This is an optimization exercise on Yosys and OpenROAD, whose aim is small area and a short achievable clock period, not a production implementation.
Function was checked by simulation only, so behaviour that the tests miss may differ from the original.

==> inputs of wip/raven <==
// discrete_555_top
module discrete_555_top (
    input  wire         clk,
    input  wire         arst_n,
    input  wire         reg_wr,
    input  wire  [1:0]  reg_addr,
    input  wire  [15:0] reg_wdata,
    output logic [15:0] reg_rdata,
    output logic        audio_clk_en,
    output logic [15:0] vco_out,
    output logic [15:0] filt_out
);
==> module vco_ctrl_regs, before the edit <==
module vco_ctrl_regs (
    input  wire         clk,
    input  wire         arst_n,
    input  wire         reg_wr,
    input  wire  [1:0]  reg_addr,
    input  wire  [15:0] reg_wdata,
    output logic [15:0] reg_rdata,
    output logic [15:0] d_raw,
    output logic        run,
    output logic [2:0]  filt_shift,
    input  wire         vco_level,
    input  wire  [19:0] high_len
);
    wire wsub_w0 = ~reg_wdata[0] ^ 1'b1;
    wire wsub_w1 = ~reg_wdata[0] & 1'b1;
    wire wsub_w2 = ~reg_wdata[1] ^ 1'b1 ^ wsub_w1;
    wire wsub_w3 = (~reg_wdata[1] & 1'b1) | (~reg_wdata[1] & wsub_w1) | (1'b1 & wsub_w1);
    wire wsub_w4 = ~reg_wdata[2] ^ wsub_w3;
    wire wsub_w5 = ~reg_wdata[2] & wsub_w3;
    wire wsub_w6 = ~reg_wdata[3] ^ wsub_w5;
    wire wsub_w7 = ~reg_wdata[3] & wsub_w5;
    wire wsub_w8 = ~reg_wdata[4] ^ wsub_w7;
    wire wsub_w9 = ~reg_wdata[4] & wsub_w7;
    wire wsub_w10 = ~reg_wdata[5] ^ wsub_w9;
    wire wsub_w11 = ~reg_wdata[5] & wsub_w9;
    wire wsub_w12 = ~reg_wdata[6] ^ wsub_w11;
    wire wsub_w13 = ~reg_wdata[6] & wsub_w11;
    wire wsub_w14 = ~reg_wdata[7] ^ wsub_w13;
    wire wsub_w15 = ~reg_wdata[7] & wsub_w13;
    wire wsub_w16 = ~reg_wdata[8] ^ wsub_w15;
    wire wsub_w17 = ~reg_wdata[8] & wsub_w15;
    wire wsub_w18 = ~reg_wdata[9] ^ wsub_w17;
    wire wsub_w19 = ~reg_wdata[9] & wsub_w17;
    wire wsub_w20 = ~reg_wdata[10] ^ wsub_w19;
    wire wsub_w21 = ~reg_wdata[10] & wsub_w19;
    wire wsub_w22 = ~reg_wdata[11] ^ wsub_w21;
    wire wsub_w23 = ~reg_wdata[11] & wsub_w21;
    wire wsub_w24 = ~reg_wdata[12] ^ wsub_w23;
    wire wsub_w25 = ~reg_wdata[12] & wsub_w23;
    wire wsub_w26 = ~reg_wdata[13] ^ wsub_w25;
    wire wsub_w27 = ~reg_wdata[13] & wsub_w25;
    wire wsub_w28 = ~reg_wdata[14] ^ wsub_w27;
    wire wsub_w29 = ~reg_wdata[14] & wsub_w27;
    wire wsub_w30 = ~reg_wdata[15] ^ 1'b1 ^ wsub_w29;
    wire wsub_w31 = (~reg_wdata[15] & 1'b1) | (~reg_wdata[15] & wsub_w29) | (1'b1 & wsub_w29);
    wire [15:0] w_d = {wsub_w30, wsub_w28, wsub_w26, wsub_w24, wsub_w22, wsub_w20, wsub_w18, wsub_w16, wsub_w14, wsub_w12, wsub_w10, wsub_w8, wsub_w6, wsub_w4, wsub_w2, wsub_w0};
    wire rsub_w0 = ~d_raw[0] ^ 1'b1;
    wire rsub_w1 = ~d_raw[0] & 1'b1;
    wire rsub_w2 = ~d_raw[1] ^ 1'b1 ^ rsub_w1;
    wire rsub_w3 = (~d_raw[1] & 1'b1) | (~d_raw[1] & rsub_w1) | (1'b1 & rsub_w1);
    wire rsub_w4 = ~d_raw[2] ^ rsub_w3;
    wire rsub_w5 = ~d_raw[2] & rsub_w3;
    wire rsub_w6 = ~d_raw[3] ^ rsub_w5;
    wire rsub_w7 = ~d_raw[3] & rsub_w5;
    wire rsub_w8 = ~d_raw[4] ^ rsub_w7;
    wire rsub_w9 = ~d_raw[4] & rsub_w7;
    wire rsub_w10 = ~d_raw[5] ^ rsub_w9;
    wire rsub_w11 = ~d_raw[5] & rsub_w9;
    wire rsub_w12 = ~d_raw[6] ^ rsub_w11;
    wire rsub_w13 = ~d_raw[6] & rsub_w11;
    wire rsub_w14 = ~d_raw[7] ^ rsub_w13;
    wire rsub_w15 = ~d_raw[7] & rsub_w13;
    wire rsub_w16 = ~d_raw[8] ^ rsub_w15;
    wire rsub_w17 = ~d_raw[8] & rsub_w15;
    wire rsub_w18 = ~d_raw[9] ^ rsub_w17;
    wire rsub_w19 = ~d_raw[9] & rsub_w17;
    wire rsub_w20 = ~d_raw[10] ^ rsub_w19;
    wire rsub_w21 = ~d_raw[10] & rsub_w19;
    wire rsub_w22 = ~d_raw[11] ^ rsub_w21;
    wire rsub_w23 = ~d_raw[11] & rsub_w21;
    wire rsub_w24 = ~d_raw[12] ^ rsub_w23;
    wire rsub_w25 = ~d_raw[12] & rsub_w23;
    wire rsub_w26 = ~d_raw[13] ^ rsub_w25;
    wire rsub_w27 = ~d_raw[13] & rsub_w25;
    wire rsub_w28 = ~d_raw[14] ^ rsub_w27;
    wire rsub_w29 = ~d_raw[14] & rsub_w27;
    wire rsub_w30 = ~d_raw[15] ^ 1'b1 ^ rsub_w29;
    wire rsub_w31 = (~d_raw[15] & 1'b1) | (~d_raw[15] & rsub_w29) | (1'b1 & rsub_w29);
    wire [15:0] v_rd = {rsub_w30, rsub_w28, rsub_w26, rsub_w24, rsub_w22, rsub_w20, rsub_w18, rsub_w16, rsub_w14, rsub_w12, rsub_w10, rsub_w8, rsub_w6, rsub_w4, rsub_w2, rsub_w0};
    always_ff @(posedge clk or negedge arst_n) begin
        if (!arst_n) begin
            d_raw      <= 16'd32770;   
            run        <= 1'b0;        
            filt_shift <= 3'(4);
        end else if (reg_wr) begin
            case (reg_addr)
                2'd0: begin
                    d_raw <= w_d;
                end
                2'd1: begin
                    run        <= reg_wdata[0];
                    filt_shift <= reg_wdata[3:1];
                end
                default: begin
                end
            endcase
        end
    end
    always_comb begin
        case (reg_addr)
            2'd0:    reg_rdata = v_rd;
            2'd1:    reg_rdata = {12'd0, filt_shift, run};
            2'd2:    reg_rdata = {11'd0, high_len[19:16], vco_level};
            default: reg_rdata = high_len[15:0];
        endcase
    end
endmodule
export LEC_CHECK = 0
export CAP_MARGIN = 20
export CORE_MARGIN = 2
export CORE_UTILIZATION = 40
export SLEW_MARGIN = 20
create_clock -name core_clock -period 48.0 [get_ports {clk}]
run.sh (not shown) runs the stock make flow with config.mk's settings and CLKGATE_MAP_FILE= SYNTH_SCRIPT=/design/flow/synth_recipe.tcl, a recipe that flattens the netlist after the stock synthesis.
==> wip/juniper (differences from wip/raven) <==
--- a/flow/design.v
+++ b/flow/design.v
@@ -163,12 +163,9 @@
         end
     end
-    always_comb begin
-        case (reg_addr)
-            2'd0:    reg_rdata = v_rd;
-            2'd1:    reg_rdata = {12'd0, filt_shift, run};
-            2'd2:    reg_rdata = {11'd0, high_len[19:16], vco_level};
-            default: reg_rdata = high_len[15:0];
-        endcase
-    end
+    wire [15:0] rd_ctrl   = {12'd0, filt_shift, run};
+    wire [15:0] rd_status = {11'd0, high_len[19:16], vco_level};
+    wire [15:0] rd_lo     = reg_addr[0] ? rd_ctrl : v_rd;
+    wire [15:0] rd_hi     = reg_addr[0] ? high_len[15:0] : rd_status;
+    assign reg_rdata = reg_addr[1] ? rd_hi : rd_lo;
 endmodule
 `default_nettype wire
==> flow/flow/run.sh (new file) <==
#!/bin/bash
# Layout flow: the standard synthesis, then the combinational logic of
# that netlist re-mapped by ABC (registers, their names and cell types kept
# as they are): the read-back path from reg_addr to reg_rdata for delay, the
# rest for area; half adders whose sum is unused become AND gates; then
# the standard layout from floorplan on.
# Each tool's output goes to its own log file in the work folder.
set -euo pipefail
WORK=$(pwd)
LIB=$FLOW_HOME/platforms/sky130hd/lib/sky130_fd_sc_hd__tt_025C_1v80.lib
R=$WORK/orfs/results/sky130hd/discrete_555_top/base

bash standard.sh synth > synth.log 2>&1

cp $R/1_2_yosys.v $WORK/standard_synth.v
python3 flow/mkmodels.py $LIB 'sky130_fd_sc_hd__(fa|ha)_[0-9]+' > $WORK/cell_models.v 2> mkmodels.log

# the register cell types, where the read-back cone stops
FF_STOP=$(grep -oE '^ *sky130_fd_sc_hd__(df|edf|sdf|dl)[a-z0-9_]+' $WORK/standard_synth.v | sort -u | sed 's/^ */:-/' | tr -d '\n')

cat > $WORK/reopt.ys <<EOT
read_liberty -lib $LIB
read_verilog $WORK/standard_synth.v
hierarchy -top $FLOW_TOP
tee -o $WORK/reopt_before.txt stat -liberty $LIB
techmap -map $WORK/cell_models.v
techmap
opt -purge
select -set io_cone w:reg_addr %co*$FF_STOP w:reg_rdata %ci*$FF_STOP %i c:* %i
abc -liberty $LIB -dont_use sky130_fd_sc_hd__lpflow* -dont_use sky130_fd_sc_hd__probe* -D 200 -script "+strash;dch,-f;map,-D,200;topo;stime,-c;buffer,-c;upsize,-c;dnsize,-c;" @io_cone
abc -liberty $LIB -dont_use sky130_fd_sc_hd__lpflow* -dont_use sky130_fd_sc_hd__probe* -script "+strash;ifraig;dc2;dc2;strash;dch,-f;map,-a;topo;"
opt_clean -purge
splitnets
opt_clean -purge
# internal wire names hidden, so that a register driving an output port
# drives the port's net with no assign; one tie cell per constant bit
rename -hide w:* i:* o:* %u %d
hilomap -hicell sky130_fd_sc_hd__conb_1 HI -locell sky130_fd_sc_hd__conb_1 LO
opt_clean -purge
tee -o $WORK/reopt_after.txt stat -liberty $LIB
write_verilog -noattr -nohex -nodec $WORK/reopt.v
EOT
yosys -s $WORK/reopt.ys > reopt.log 2>&1

python3 flow/fixcells.py $WORK/reopt.v $WORK/reopt_fixed.v > fixcells.log 2>&1

cp $WORK/reopt_fixed.v $R/1_2_yosys.v
touch $R/1_2_yosys.v
bash standard.sh "BUFFER_PORTS_ARGS=-buffer_cell sky130_fd_sc_hd__buf_2" finish > layout.log 2>&1
==> flow/flow/fixcells.py (new file) <==
#!/usr/bin/env python3
"""Replace half adders whose SUM output drives nothing by AND gates (the
carry of a half adder is A & B). usage: fixcells.py IN.v OUT.v"""
import re, sys
from collections import Counter
txt = open(sys.argv[1]).read()
cell_re = re.compile(r'(sky130_fd_sc_hd__\w+)\s+(\S+)\s*\((.*?)\);', re.S)
use = Counter()
for m in cell_re.finditer(txt):
    for p, n in re.findall(r'\.(\w+)\(([^)]*)\)', m.group(3)):
        use[n.strip()] += 1
# nets on ports are used outside
for m in re.finditer(r'^\s*(?:input|output|inout)\s+(?:\[[^\]]*\]\s*)?([^;]+);', txt, re.M):
    for n in m.group(1).split(','):
        use[n.strip()] += 1
count = 0
def fix(m):
    global count
    typ, name, body = m.group(1), m.group(2), m.group(3)
    if not re.fullmatch(r'sky130_fd_sc_hd__ha_1', typ):
        return m.group(0)
    pins = dict((p, n.strip()) for p, n in re.findall(r'\.(\w+)\(([^)]*)\)', body))
    s = pins.get('SUM', '')
    if s and use[s] > 1:
        return m.group(0)
    if 'COUT' not in pins or not pins['COUT']:
        return m.group(0)
    count += 1
    return (f"sky130_fd_sc_hd__and2_1 {name} (\n    .A({pins['A']}),\n    .B({pins['B']}),\n"
            f"    .X({pins['COUT']})\n  );")
out = cell_re.sub(fix, txt)
open(sys.argv[2], 'w').write(out)
print(f"half adders with an unused sum replaced by and2: {count}")
==> flow/flow/mkmodels.py (new file) <==
#!/usr/bin/env python3
"""Write Verilog models of the combinational cells of a liberty file:
one module per cell, its outputs as assigns of the liberty functions.
Cells whose names match the patterns given after the file are left out."""
import re, sys
lib = open(sys.argv[1]).read()
skip = [re.compile(p) for p in sys.argv[2:]]
out = []
for m in re.finditer(r'\n\s*cell\s*\(\s*"?([\w]+)"?\s*\)\s*\{', lib):
    name = m.group(1)
    # find cell body by brace matching
    i = m.end(); depth = 1
    while depth:
        c = lib[i]
        if c == '{': depth += 1
        elif c == '}': depth -= 1
        i += 1
    body = lib[m.end():i]
    if re.search(r'\b(ff|latch|statetable)\s*\(', body):
        continue
    if any(p.fullmatch(name) for p in skip):
        continue
    pins = []
    for pm in re.finditer(r'\n\s*pin\s*\(\s*"?(\w+)"?\s*\)\s*\{', body):
        j = pm.end(); dp = 1
        while dp:
            c = body[j]
            if c == '{': dp += 1
            elif c == '}': dp -= 1
            j += 1
        pb = body[pm.end():j]
        dirm = re.search(r'direction\s*:\s*"?(\w+)"?', pb)
        fm = re.search(r'\n\s*function\s*:\s*"([^"]*)"', pb)
        pins.append((pm.group(1), dirm.group(1) if dirm else None, fm.group(1) if fm else None))
    ins = [p for p, d, f in pins if d == 'input']
    outs = [(p, f) for p, d, f in pins if d == 'output']
    if not outs or any(f is None for p, f in outs):
        continue
    ports = ", ".join(ins + [p for p, f in outs])
    lines = [f"module {name} ({ports});"]
    for p in ins:
        lines.append(f"  input {p};")
    for p, f in outs:
        lines.append(f"  output {p};")
        lines.append(f"  assign {p} = {f.replace('!', '~')};")
    lines.append("endmodule")
    out.append("\n".join(lines))
print("\n".join(out))
==> flow/standard.sh (new file) <==
#!/bin/bash
# synth_recipe.tcl (not shown) runs the flow's synth.tcl, then flattens the netlist and writes it again
# the make line also repeats each setting of config.mk as NAME=value (left out here)
make -C /OpenROAD-flow-scripts/flow DESIGN_CONFIG=/design/flow/config.mk WORK_HOME=/design/flow/orfs CLKGATE_MAP_FILE= SYNTH_SCRIPT=/design/flow/synth_recipe.tcl "${@:-finish}"
- ABC_AREA: default -> 1
- CTS_BUF_LIST: default -> sky130_fd_sc_hd__clkbuf_8
- CTS_CLUSTER_DIAMETER: default -> 50
- CTS_CLUSTER_SIZE: default -> 16
removed: flow/run.sh
==> notes <==
Final cell count: wip/raven is higher than wip/juniper (about 15%). Of wip/raven and wip/juniper, wip/juniper has the higher core utilization (gap 0.89 points). Against wip/juniper, the design area of wip/raven is higher by about 25%. In wip/juniper the clock skew is higher than in wip/raven, by 0.0098 ns. Of wip/juniper and wip/raven, wip/juniper has the higher hold slack (gap 0.012 ns). Between wip/juniper and wip/raven, the lower register-to-register slack is in wip/juniper (gap 3.0 ns). Between wip/juniper and wip/raven, the lower global-route usage is in wip/juniper (gap 0.52 points). Against wip/juniper, the maximum frequency of wip/raven is smaller by 5.3%. Sequential cell count is the same in wip/juniper and wip/raven.
==> figures <==
# clk buffers: wip/juniper 29; wip/raven 36
Data arrival time of the critical path: wip/juniper 10.53 ns; wip/raven 11.66 ns
Combined area of the multi-input logic cells: wip/juniper 14000 µm²; wip/raven 19700 µm²
Number of nets at the end of the flow: wip/juniper 3180; wip/raven 3548
Routability-driven placement congestion ratio: wip/juniper 0.922; wip/raven 0.891
Wire length on met3: wip/juniper 1850 µm; wip/raven 1940 µm
Clock Tree Root: wip/juniper sky130_fd_sc_hd__clkbuf_8; wip/raven sky130_fd_sc_hd__clkbuf_16
Storage element area: wip/juniper 5100 µm²; wip/raven 5100 µm²
Met2 Use GR: wip/juniper 0.329; wip/raven 0.337
Average cell area after synthesis: wip/juniper 7.52 µm²; wip/raven 8.10 µm²
Fraction of area in registers: wip/juniper 0.223; wip/raven 0.178
Total inserted antenna cells: wip/juniper 1; wip/raven 0
Proportion of cell area spent on the clock network: wip/juniper 0.0313; wip/raven 0.0330
Iter 0 DRT Violations: wip/juniper 890; wip/raven 1376
Number of buffers created by CTS: wip/juniper 28; wip/raven 27
Worst stage delay on the critical path: wip/juniper 0.36 ns; wip/raven 0.64 ns
Initial antenna violation count: wip/juniper 1; wip/raven 0
Outcome: wip/juniper finished clean; wip/raven finished clean

[afterwards: timing with drivers on the ports]
No port has a modelled driver above. Below, the same layouts with a new extraction and two added sets of constraints.
Step 1 (the two cells are an assumption about what drives the block):
set clk [get_ports {clk}]
set_driving_cell -lib_cell sky130_fd_sc_hd__clkbuf_16 $clk
set_driving_cell -lib_cell sky130_fd_sc_hd__buf_2 [delete_from_list [all_inputs] $clk]
Step 2, shift: input delay + t, output delay - t, t = (earliest + latest rising clock arrival at the registers) / 2. This alone moves slack from input paths to output paths.
Three values: ideal ports, drivers, drivers and shift; two values: the first two.
run	shift t [ns]	slack for setup (ns)	worst setup path at the end	worst slew at a driven data input, ns
wip/raven	0.602	26.735 / 26.712 / 26.712	input to output	0.08
wip/juniper	0.655	27.866 / 27.843 / 27.843	input to output	0.04
After both steps every run listed still meets setup and hold.
